Source: an optimization exercise on an open RTL-to-GDS flow (aim: small area). Production flows keep margins and buffers that such runs may drop. Function was checked by simulation only, so behaviour that the tests miss may differ from the original. Power is estimated from default activity; no workload was simulated.

### flow/run.sh
#!/bin/bash
# synth_recipe.tcl (not shown) runs the flow's synth.tcl, then flattens the netlist and writes it again
# the make line also repeats each setting of config.mk as NAME=value (left out here)
make -C /OpenROAD-flow-scripts/flow DESIGN_CONFIG=/design/flow/config.mk WORK_HOME=/design/flow/orfs CLKGATE_MAP_FILE= SYNTH_SCRIPT=/design/flow/synth_recipe.tcl finish
### flow/design.v
`timescale 1ns/10ps
package lbus_rx_pkg;
	localparam int seg_count = 4;
	localparam int seg_bytes = 16;
	localparam int mty_width = 4;
	localparam int beat_bytes = seg_count * seg_bytes;
	typedef logic [seg_bytes*8-1:0] seg_data_t;
	typedef logic [seg_bytes-1:0] seg_keep_t;
	typedef logic [mty_width-1:0] seg_mty_t;
	typedef logic [beat_bytes*8-1:0] beat_data_t;
	typedef logic [beat_bytes-1:0] beat_keep_t;
endpackage
`timescale 1ns/10ps
module lbus_seg_decode #(
	parameter int rx_input_reg = 0
) (
	input logic rx_clk,
	input logic rst_n,
	input lbus_rx_pkg::seg_data_t [lbus_rx_pkg::seg_count-1:0] rx_lbus_data,
	input logic [lbus_rx_pkg::seg_count-1:0] rx_lbus_ena,
	input logic [lbus_rx_pkg::seg_count-1:0] rx_lbus_eop,
	input lbus_rx_pkg::seg_mty_t [lbus_rx_pkg::seg_count-1:0] rx_lbus_mty,
	input logic [lbus_rx_pkg::seg_count-1:0] rx_lbus_err,
	output lbus_rx_pkg::seg_data_t [lbus_rx_pkg::seg_count-1:0] seg_data,
	output lbus_rx_pkg::seg_keep_t [lbus_rx_pkg::seg_count-1:0] seg_keep,
	output logic [lbus_rx_pkg::seg_count-1:0] seg_valid,
	output logic [lbus_rx_pkg::seg_count-1:0] seg_last,
	output logic [lbus_rx_pkg::seg_count-1:0] seg_err
);
	localparam lbus_rx_pkg::seg_keep_t full_keep = '1;
	lbus_rx_pkg::seg_data_t [lbus_rx_pkg::seg_count-1:0] data_q;
	lbus_rx_pkg::seg_mty_t [lbus_rx_pkg::seg_count-1:0] mty_q;
	logic [lbus_rx_pkg::seg_count-1:0] ena_q;
	logic [lbus_rx_pkg::seg_count-1:0] eop_q;
	logic [lbus_rx_pkg::seg_count-1:0] err_q;
	if (rx_input_reg != 0) begin : g_in_reg
		always_ff @(posedge rx_clk or negedge rst_n) begin
			if (!rst_n) begin
				ena_q <= '0;
			end else begin
				ena_q <= rx_lbus_ena;
			end
		end
		always_ff @(posedge rx_clk) begin
			data_q <= rx_lbus_data;
			mty_q <= rx_lbus_mty;
			eop_q <= rx_lbus_eop;
			err_q <= rx_lbus_err;
		end
	end else begin : g_in_wire
		assign data_q = rx_lbus_data;
		assign mty_q = rx_lbus_mty;
		assign ena_q = rx_lbus_ena;
		assign eop_q = rx_lbus_eop;
		assign err_q = rx_lbus_err;
	end
	assign seg_valid = ena_q;
	assign seg_last = ena_q & eop_q;
	assign seg_err = ena_q & err_q;
	for (genvar k = 0; k < lbus_rx_pkg::seg_count; k++) begin : g_seg
		assign seg_keep[k] = !ena_q[k] ? '0 :
			(eop_q[k] ? full_keep << mty_q[k] : full_keep);
		for (genvar b = 0; b < lbus_rx_pkg::seg_bytes; b++) begin : g_byte
			assign seg_data[k][8*b +: 8] = data_q[k][8*b +: 8] & {8{seg_keep[k][b]}};
		end
	end
endmodule
`timescale 1ns/10ps
module lbus_beat_assemble (
	input logic rx_clk,
	input logic rst_n,
	input lbus_rx_pkg::seg_data_t [lbus_rx_pkg::seg_count-1:0] seg_data,
	input lbus_rx_pkg::seg_keep_t [lbus_rx_pkg::seg_count-1:0] seg_keep,
	input logic [lbus_rx_pkg::seg_count-1:0] seg_valid,
	input logic [lbus_rx_pkg::seg_count-1:0] seg_last,
	input logic [lbus_rx_pkg::seg_count-1:0] seg_err,
	output lbus_rx_pkg::beat_data_t beat_data,
	output lbus_rx_pkg::beat_keep_t beat_keep,
	output logic beat_valid,
	output logic beat_last,
	output logic beat_err
);
	localparam int seg_bits = lbus_rx_pkg::seg_bytes * 8;
	lbus_rx_pkg::beat_data_t pack_data;
	lbus_rx_pkg::beat_keep_t pack_keep;
	logic any_valid;
	logic any_last;
	logic any_err;
	logic pkt_err;
	always_comb begin
		for (int k = 0; k < lbus_rx_pkg::seg_count; k++) begin
			pack_data[(lbus_rx_pkg::seg_count-1-k)*seg_bits +: seg_bits] = seg_data[k];
			pack_keep[(lbus_rx_pkg::seg_count-1-k)*lbus_rx_pkg::seg_bytes +:
				lbus_rx_pkg::seg_bytes] = seg_keep[k];
		end
	end
	assign any_valid = |seg_valid;
	assign any_last = |seg_last;
	assign any_err = |seg_err;
	always_ff @(posedge rx_clk) begin
		beat_data <= pack_data;
		beat_keep <= pack_keep;
	end
	always_ff @(posedge rx_clk or negedge rst_n) begin
		if (!rst_n) begin
			beat_valid <= 1'b0;
			beat_last <= 1'b0;
			beat_err <= 1'b0;
			pkt_err <= 1'b0;
		end else begin
			beat_valid <= any_valid;
			beat_last <= any_last;
			beat_err <= any_last & (pkt_err | any_err);
			if (any_valid) begin
				if (any_last) begin
					pkt_err <= 1'b0;
				end else begin
					pkt_err <= pkt_err | any_err;
				end
			end
		end
	end
endmodule
`timescale 1ns/10ps
module axis_byte_order #(
	parameter int big_endian = 1
) (
	input logic rx_clk,
	input logic rst_n,
	input lbus_rx_pkg::beat_data_t beat_data,
	input lbus_rx_pkg::beat_keep_t beat_keep,
	input logic beat_valid,
	input logic beat_last,
	input logic beat_err,
	output lbus_rx_pkg::beat_data_t m_axis_tdata,
	output lbus_rx_pkg::beat_keep_t m_axis_tkeep,
	output logic m_axis_tlast,
	output logic m_axis_tvalid,
	output logic m_axis_tuser
);
	lbus_rx_pkg::beat_data_t order_data;
	lbus_rx_pkg::beat_keep_t order_keep;
	if (big_endian != 0) begin : g_big
		assign order_data = beat_data;
		assign order_keep = beat_keep;
	end else begin : g_little
		for (genvar j = 0; j < lbus_rx_pkg::beat_bytes; j++) begin : g_byte
			assign order_data[8*j +: 8] =
				beat_data[8*(lbus_rx_pkg::beat_bytes-1-j) +: 8];
			assign order_keep[j] = beat_keep[lbus_rx_pkg::beat_bytes-1-j];
		end
	end
	always_ff @(posedge rx_clk) begin
		m_axis_tdata <= order_data;
		m_axis_tkeep <= order_keep;
	end
	always_ff @(posedge rx_clk or negedge rst_n) begin
		if (!rst_n) begin
			m_axis_tvalid <= 1'b0;
			m_axis_tlast <= 1'b0;
			m_axis_tuser <= 1'b0;
		end else begin
			m_axis_tvalid <= beat_valid;
			m_axis_tlast <= beat_last;
			m_axis_tuser <= beat_err;
		end
	end
endmodule
`timescale 1ns/10ps
module lbus_rx_top #(
	parameter int rx_input_reg = 0,
	parameter int big_endian = 1
) (
	input logic rx_clk,
	input logic rst_n,
	input logic [lbus_rx_pkg::seg_count*lbus_rx_pkg::seg_bytes*8-1:0] rx_lbus_data,
	input logic [lbus_rx_pkg::seg_count-1:0] rx_lbus_ena,
	input logic [lbus_rx_pkg::seg_count-1:0] rx_lbus_eop,
	input logic [lbus_rx_pkg::seg_count*lbus_rx_pkg::mty_width-1:0] rx_lbus_mty,
	input logic [lbus_rx_pkg::seg_count-1:0] rx_lbus_err,
	output logic [lbus_rx_pkg::beat_bytes*8-1:0] m_axis_tdata,
	output logic [lbus_rx_pkg::beat_bytes-1:0] m_axis_tkeep,
	output logic m_axis_tlast,
	output logic m_axis_tvalid,
	output logic m_axis_tuser
);
	lbus_rx_pkg::seg_data_t [lbus_rx_pkg::seg_count-1:0] seg_data;
	lbus_rx_pkg::seg_keep_t [lbus_rx_pkg::seg_count-1:0] seg_keep;
	logic [lbus_rx_pkg::seg_count-1:0] seg_valid;
	logic [lbus_rx_pkg::seg_count-1:0] seg_last;
	logic [lbus_rx_pkg::seg_count-1:0] seg_err;
	lbus_rx_pkg::beat_data_t beat_data;
	lbus_rx_pkg::beat_keep_t beat_keep;
	logic beat_valid;
	logic beat_last;
	logic beat_err;
	lbus_seg_decode #(
		.rx_input_reg(rx_input_reg)
	) i_decode (
		.rx_clk(rx_clk),
		.rst_n(rst_n),
		.rx_lbus_data(rx_lbus_data),
		.rx_lbus_ena(rx_lbus_ena),
		.rx_lbus_eop(rx_lbus_eop),
		.rx_lbus_mty(rx_lbus_mty),
		.rx_lbus_err(rx_lbus_err),
		.seg_data(seg_data),
		.seg_keep(seg_keep),
		.seg_valid(seg_valid),
		.seg_last(seg_last),
		.seg_err(seg_err)
	);
	lbus_beat_assemble i_assemble (
		.rx_clk(rx_clk),
		.rst_n(rst_n),
		.seg_data(seg_data),
		.seg_keep(seg_keep),
		.seg_valid(seg_valid),
		.seg_last(seg_last),
		.seg_err(seg_err),
		.beat_data(beat_data),
		.beat_keep(beat_keep),
		.beat_valid(beat_valid),
		.beat_last(beat_last),
		.beat_err(beat_err)
	);
	axis_byte_order #(
		.big_endian(big_endian)
	) i_order (
		.rx_clk(rx_clk),
		.rst_n(rst_n),
		.beat_data(beat_data),
		.beat_keep(beat_keep),
		.beat_valid(beat_valid),
		.beat_last(beat_last),
		.beat_err(beat_err),
		.m_axis_tdata(m_axis_tdata),
		.m_axis_tkeep(m_axis_tkeep),
		.m_axis_tlast(m_axis_tlast),
		.m_axis_tvalid(m_axis_tvalid),
		.m_axis_tuser(m_axis_tuser)
	);
endmodule
### flow/config.mk
export PLATFORM = sky130hd
export DESIGN_NAME = lbus_rx_top
export DESIGN_NICKNAME = lbus_rx_top
export VERILOG_FILES = /design/flow/design.v
export SDC_FILE = /design/flow/constraint.sdc
export NUM_CORES = 4
export LEC_CHECK = 0
export CAP_MARGIN = 20
export CORE_AREA = 5 5 415 415
export DIE_AREA = 0 0 420 420
export SLEW_MARGIN = 20
### flow/constraint.sdc
create_clock -name core_clock -period 3.5 [get_ports {rx_clk}]
set_input_delay 0.7000 -clock core_clock [delete_from_list [all_inputs] [get_ports {rx_clk}]]
set_output_delay 0.7000 -clock core_clock [all_outputs]
set_load 0.01 [all_outputs]
==> qor_table.md <==
| Metric | This run |
| --- | --- |
| Status | timing/DRC/antenna clean |
| Total power divided by cell area | 656.7 mW/mm² |
| Max Transition Viols Final | 0 |
| GPL Wtd Cong | 0.9142 |
| LEAKAGE | 18.43 nW |
| Highest ir drop seen on vdd | 361.7 µV |
| Std-Cell Rows | 150 |
| Worst path arrival time | 1.96 ns |
| Capturing element type of the critical path | output port |
| Worst path bufs/invs | 1 |
| Critical setup path kind | flip-flop to output port |
| Maximum clock insertion buffer count | 3 |
| Tightest hold margin | 0.2082 ns |
| Fmax | 0.3760 GHz |
| Number of enable flip-flop cells after synthesis | 0 |
| Cts bufs inserted | 120 |
| Synthesis-stage register bit count | 1159 |
| Ys Warns | 2 |
| Number of cells produced by synthesis | 1871 |
| Layout Area Growth over Synthesis | 65.67% |
| Sum Neg Setup Slack | 0 ns |
| Maximum number of pins on one net before global-route repair | 70 |
| Floorplan die height | 420 µm |
| Routed WL | 130.8 mm |
| Shortest clock period the worst path allows after layout | 2.660 ns |
| Path depth of the worst reg2reg path | 3 |
| Setup fix buffers added after clock tree synthesis | 0 |
| Total number of vias | 18291 |
| Horizontal extent of the die | 420 µm |
| Number of gates given a new drive strength after cts | 0 |
| Critical Path Fanout Max | 1 |
| Antenna Nets Post-Route | 0 |
| HPWL after DPL | 106.4 mm |
| Share of the clock period used by the worst path | 0.7599 |
| Count of placed standard cells in the final layout, fillers left out | 5412 |
| CP Launch Type | flip-flop |
| CP max stage delay | 0.88 ns |
| Final total power | 30.20 mW |
| Hold_buf cts | 0 |
| Number of logic stages on the critical path including buffering | 1 |
| Global-route wire length before repair | 167.9 mm |
| Number of global-route vias before repair | 18394 |
| Starting Density | 0.1660 |
| Count of input and output buffers | 1120 |
| Pre-CTS setup slack | 0.4113 ns |
| Share of cells above drive strength 1 | 0.08420 |
| Cell type with the highest aggregate area in the netlist | sky130_fd_sc_hd__dfxtp_1 |
| Cell with the most instances after synthesis | sky130_fd_sc_hd__dfxtp_1 |
| Final Net Count | 3618 |
| Setup ws final | 0.8405 ns |
| Final hold vios | 0 |
| Worst Tran Pin Value | 1.074 ns |
| Total GRT Usage | 0.1416 |
| Unrepaired setup endpoints after global routing | false |
| Remaining routing DRC violations | 0 |
| Number of iterations in the first detailed-routing pass | 4 |
| Area share of the largest cell type after synthesis | 0.8307 |
| Max-Cap Viols | 0 |
| Clock tree from TritonCTS | yes |
| Final design utilization | 0.2750 |
| Most area-consuming cells after synthesis | sky130_fd_sc_hd__dfxtp_1 83%, sky130_fd_sc_hd__and2_1 7.1%, sky130_fd_sc_hd__and3_1 5.1%, sky130_fd_sc_hd__o21a_1 0.68%, sky130_fd_sc_hd__dfrtp_1 0.63% |
| Final design instance area without fill | 0.04599 mm² |
| H-tree lvl count | 3 |
| Number of clock sinks | 1159 |
| Family with the most delay on the worst path | buffers and inverters |
| Worst clock skew | 0.07537 ns |
| Initial DRC Count | 897 |
| Distinct cells, synth | 32 |
| Top post-synthesis cells by count | 1152 x sky130_fd_sc_hd__dfxtp_1, 316 x sky130_fd_sc_hd__and2_1, 228 x sky130_fd_sc_hd__and3_1, 30 x sky130_fd_sc_hd__clkbuf_1, 25 x sky130_fd_sc_hd__o21a_1 |
| Core Region | 0.1672 mm² |
| Total grt overflow | 0 |
| Seq/Total Area, Yosys | 0.8370 |
| Vias per cell | 3.380 |
| Setup violators final | 0 |
| Total instance count after detailed placement | 5158 |
| Post-Syn Area | 0.02776 mm² |
| Average routed wire per standard cell | 24.17 µm |
| Clock slew seen by the registers of the worst setup and hold paths | 0.07 ns |
| Area post-placement | 0.04163 mm² |
| Number of antenna violations at the first check in global routing | 57 |
| Tightest Hold Check Type | primary input to async pin |
| I/O pins | 1121 |
| Critical-path top delay cell | sky130_fd_sc_hd__clkdlybuf4s50_1 |
| Die Footprint | 0.1764 mm² |
| Root Buffer Master | sky130_fd_sc_hd__clkbuf_16 |
| Ordered cell list for the critical path | clkdlybuf4s50_1 |
| Total of fill cells in the finished design | 17027 |
| Main synth FF type | sky130_fd_sc_hd__dfxtp_1 |
| Max_slew headroom | 0.2814 |
| Clock insertion delay at the later pin of the skew report | 0.76 ns |
| Share of flip-flops with an asynchronous set or reset after synthesis | 0.006040 |
| Mapped Nets | 2413 |
| Mean instance size in the synthesized netlist | 14.84 µm² |
| Data required, critical path | 2.80 ns |
worst paths after layout:
check | startpoint | end | slack (ns)
worst max-delay path | i_order.m_axis_tdata[310]$_DFF_P_ | m_axis_tdata[310] | 0.84
worst min-delay path | rst_n | i_order.m_axis_tlast$_DFF_PN0_ | 0.21
worst max register to register | i_assemble.pkt_err$_DFFE_PN0P_ | i_assemble.beat_err$_DFF_PN0_ | 2.68
worst min register to register | i_assemble.beat_data[205]$_DFF_P_ | i_order.m_axis_tdata[205]$_DFF_P_ | 0.25
max in group asynchronous | rst_n | i_assemble.beat_last$_DFF_PN0_ | 3.05
min in group core_clock | rx_lbus_ena[0] | i_assemble.beat_keep[63]$_DFF_P_ | 0.25
cells by family (layout without fill, tap and decap cells):
| kind of cell | Yosys count | count (layout) | share of synthesized area |
|---|---|---|---|
| buffers and inverters | 64 | 1376 | 0.01086 |
| flip-flops | 1159 | 1159 | 0.8370 |
| other | 0 | 25 | 0 |
| AND/OR/NAND/NOR | 574 | 574 | 0.1273 |
| AO/OA/AOI/OAI | 74 | 74 | 0.02483 |
registers in the layout (all words and copies together), names as in the netlist:
name,cells
i_assemble.beat_data,512
i_order.m_axis_tdata,512
i_assemble.beat_keep,64
i_order.m_axis_tkeep,64
i_assemble.beat_err,1
i_assemble.beat_last,1
i_assemble.beat_valid,1
i_assemble.pkt_err,1
i_order.m_axis_tlast,1
i_order.m_axis_tuser,1
i_order.m_axis_tvalid,1
cell type report:
type	instances	area, µm²	share of cell area
multi-input cells	648	4224	0.09184
diodes	25	62.56	0.001360
repair buffers	1146	11400	0.2479
clock buffers	151	3289	0.07152
clock inverters	78	1016	0.02209
well taps	2204	2758	0.05996
inverters	1	3.754	0.00008161
flip-flops and latches	1159	23240	0.5052
placed cells by master, fill, tap and decap left out, types with 13 or more instances in the layout:
master and count:
sky130_fd_sc_hd__clkinvlp_4 13, sky130_fd_sc_hd__o21a_1 25, sky130_fd_sc_hd__diode_2 25, sky130_fd_sc_hd__clkinv_2 25
sky130_fd_sc_hd__clkbuf_1 14, sky130_fd_sc_hd__bufinv_16 16, sky130_fd_sc_hd__and3_1 228, sky130_fd_sc_hd__and2_1 316
sky130_fd_sc_hd__clkbuf_16 120, sky130_fd_sc_hd__clkbuf_8 17, sky130_fd_sc_hd__clkdlybuf4s50_1 1116, sky130_fd_sc_hd__dfxtp_1 1152
sky130_fd_sc_hd__buf_4 27
power by group:
part | internal [mW] | leakage, nW | switching, mW
sequential | 13.9 | 9.63 | 0.253
combinational | 1.33 | 6.71 | 1.02
clock | 7.95 | 2.09 | 5.73
routing by layer:
metal	global-route usage	vias up	part of all wire
li1	-	8486	-
met1	0.1679	8806	0.40
met2	0.2394	748	0.49
met5	0	-	0.0016
met4	0.04687	32	0.029
met3	0.04855	219	0.076

## what the ideal ports hide
In the flow no input, the clock included, has a driving cell. The finished layout below was timed again as built, in two steps.
Step 1 (the two cells are an assumption about what drives the block):
set clk [get_ports {rx_clk}]
set_driving_cell -lib_cell sky130_fd_sc_hd__clkbuf_16 $clk
set_driving_cell -lib_cell sky130_fd_sc_hd__buf_2 [delete_from_list [all_inputs] $clk]
Step 2 moves the port delays by t, midway between the first and last clock arrival at a register: inputs arrive t later, outputs are due t later. That takes back most of the time a late clock gives input paths.
Slacks: ideal ports / drivers / drivers and shift; pairs: ideal ports / drivers.
t, ns: 0.803
setup slack, ns: 0.840 / 0.758 / 0.323
hold slack, ns: 0.208 / 0.206 / 0.250
clock arrival spread, ns: 0.081 / 0.081
worst register clock-pin slew, ns: 0.07 / 0.07
After both steps setup and hold are still met in this run. For this run, drivers alone change the setup slack by -0.082 ns; drivers and shift together by -0.517 ns.
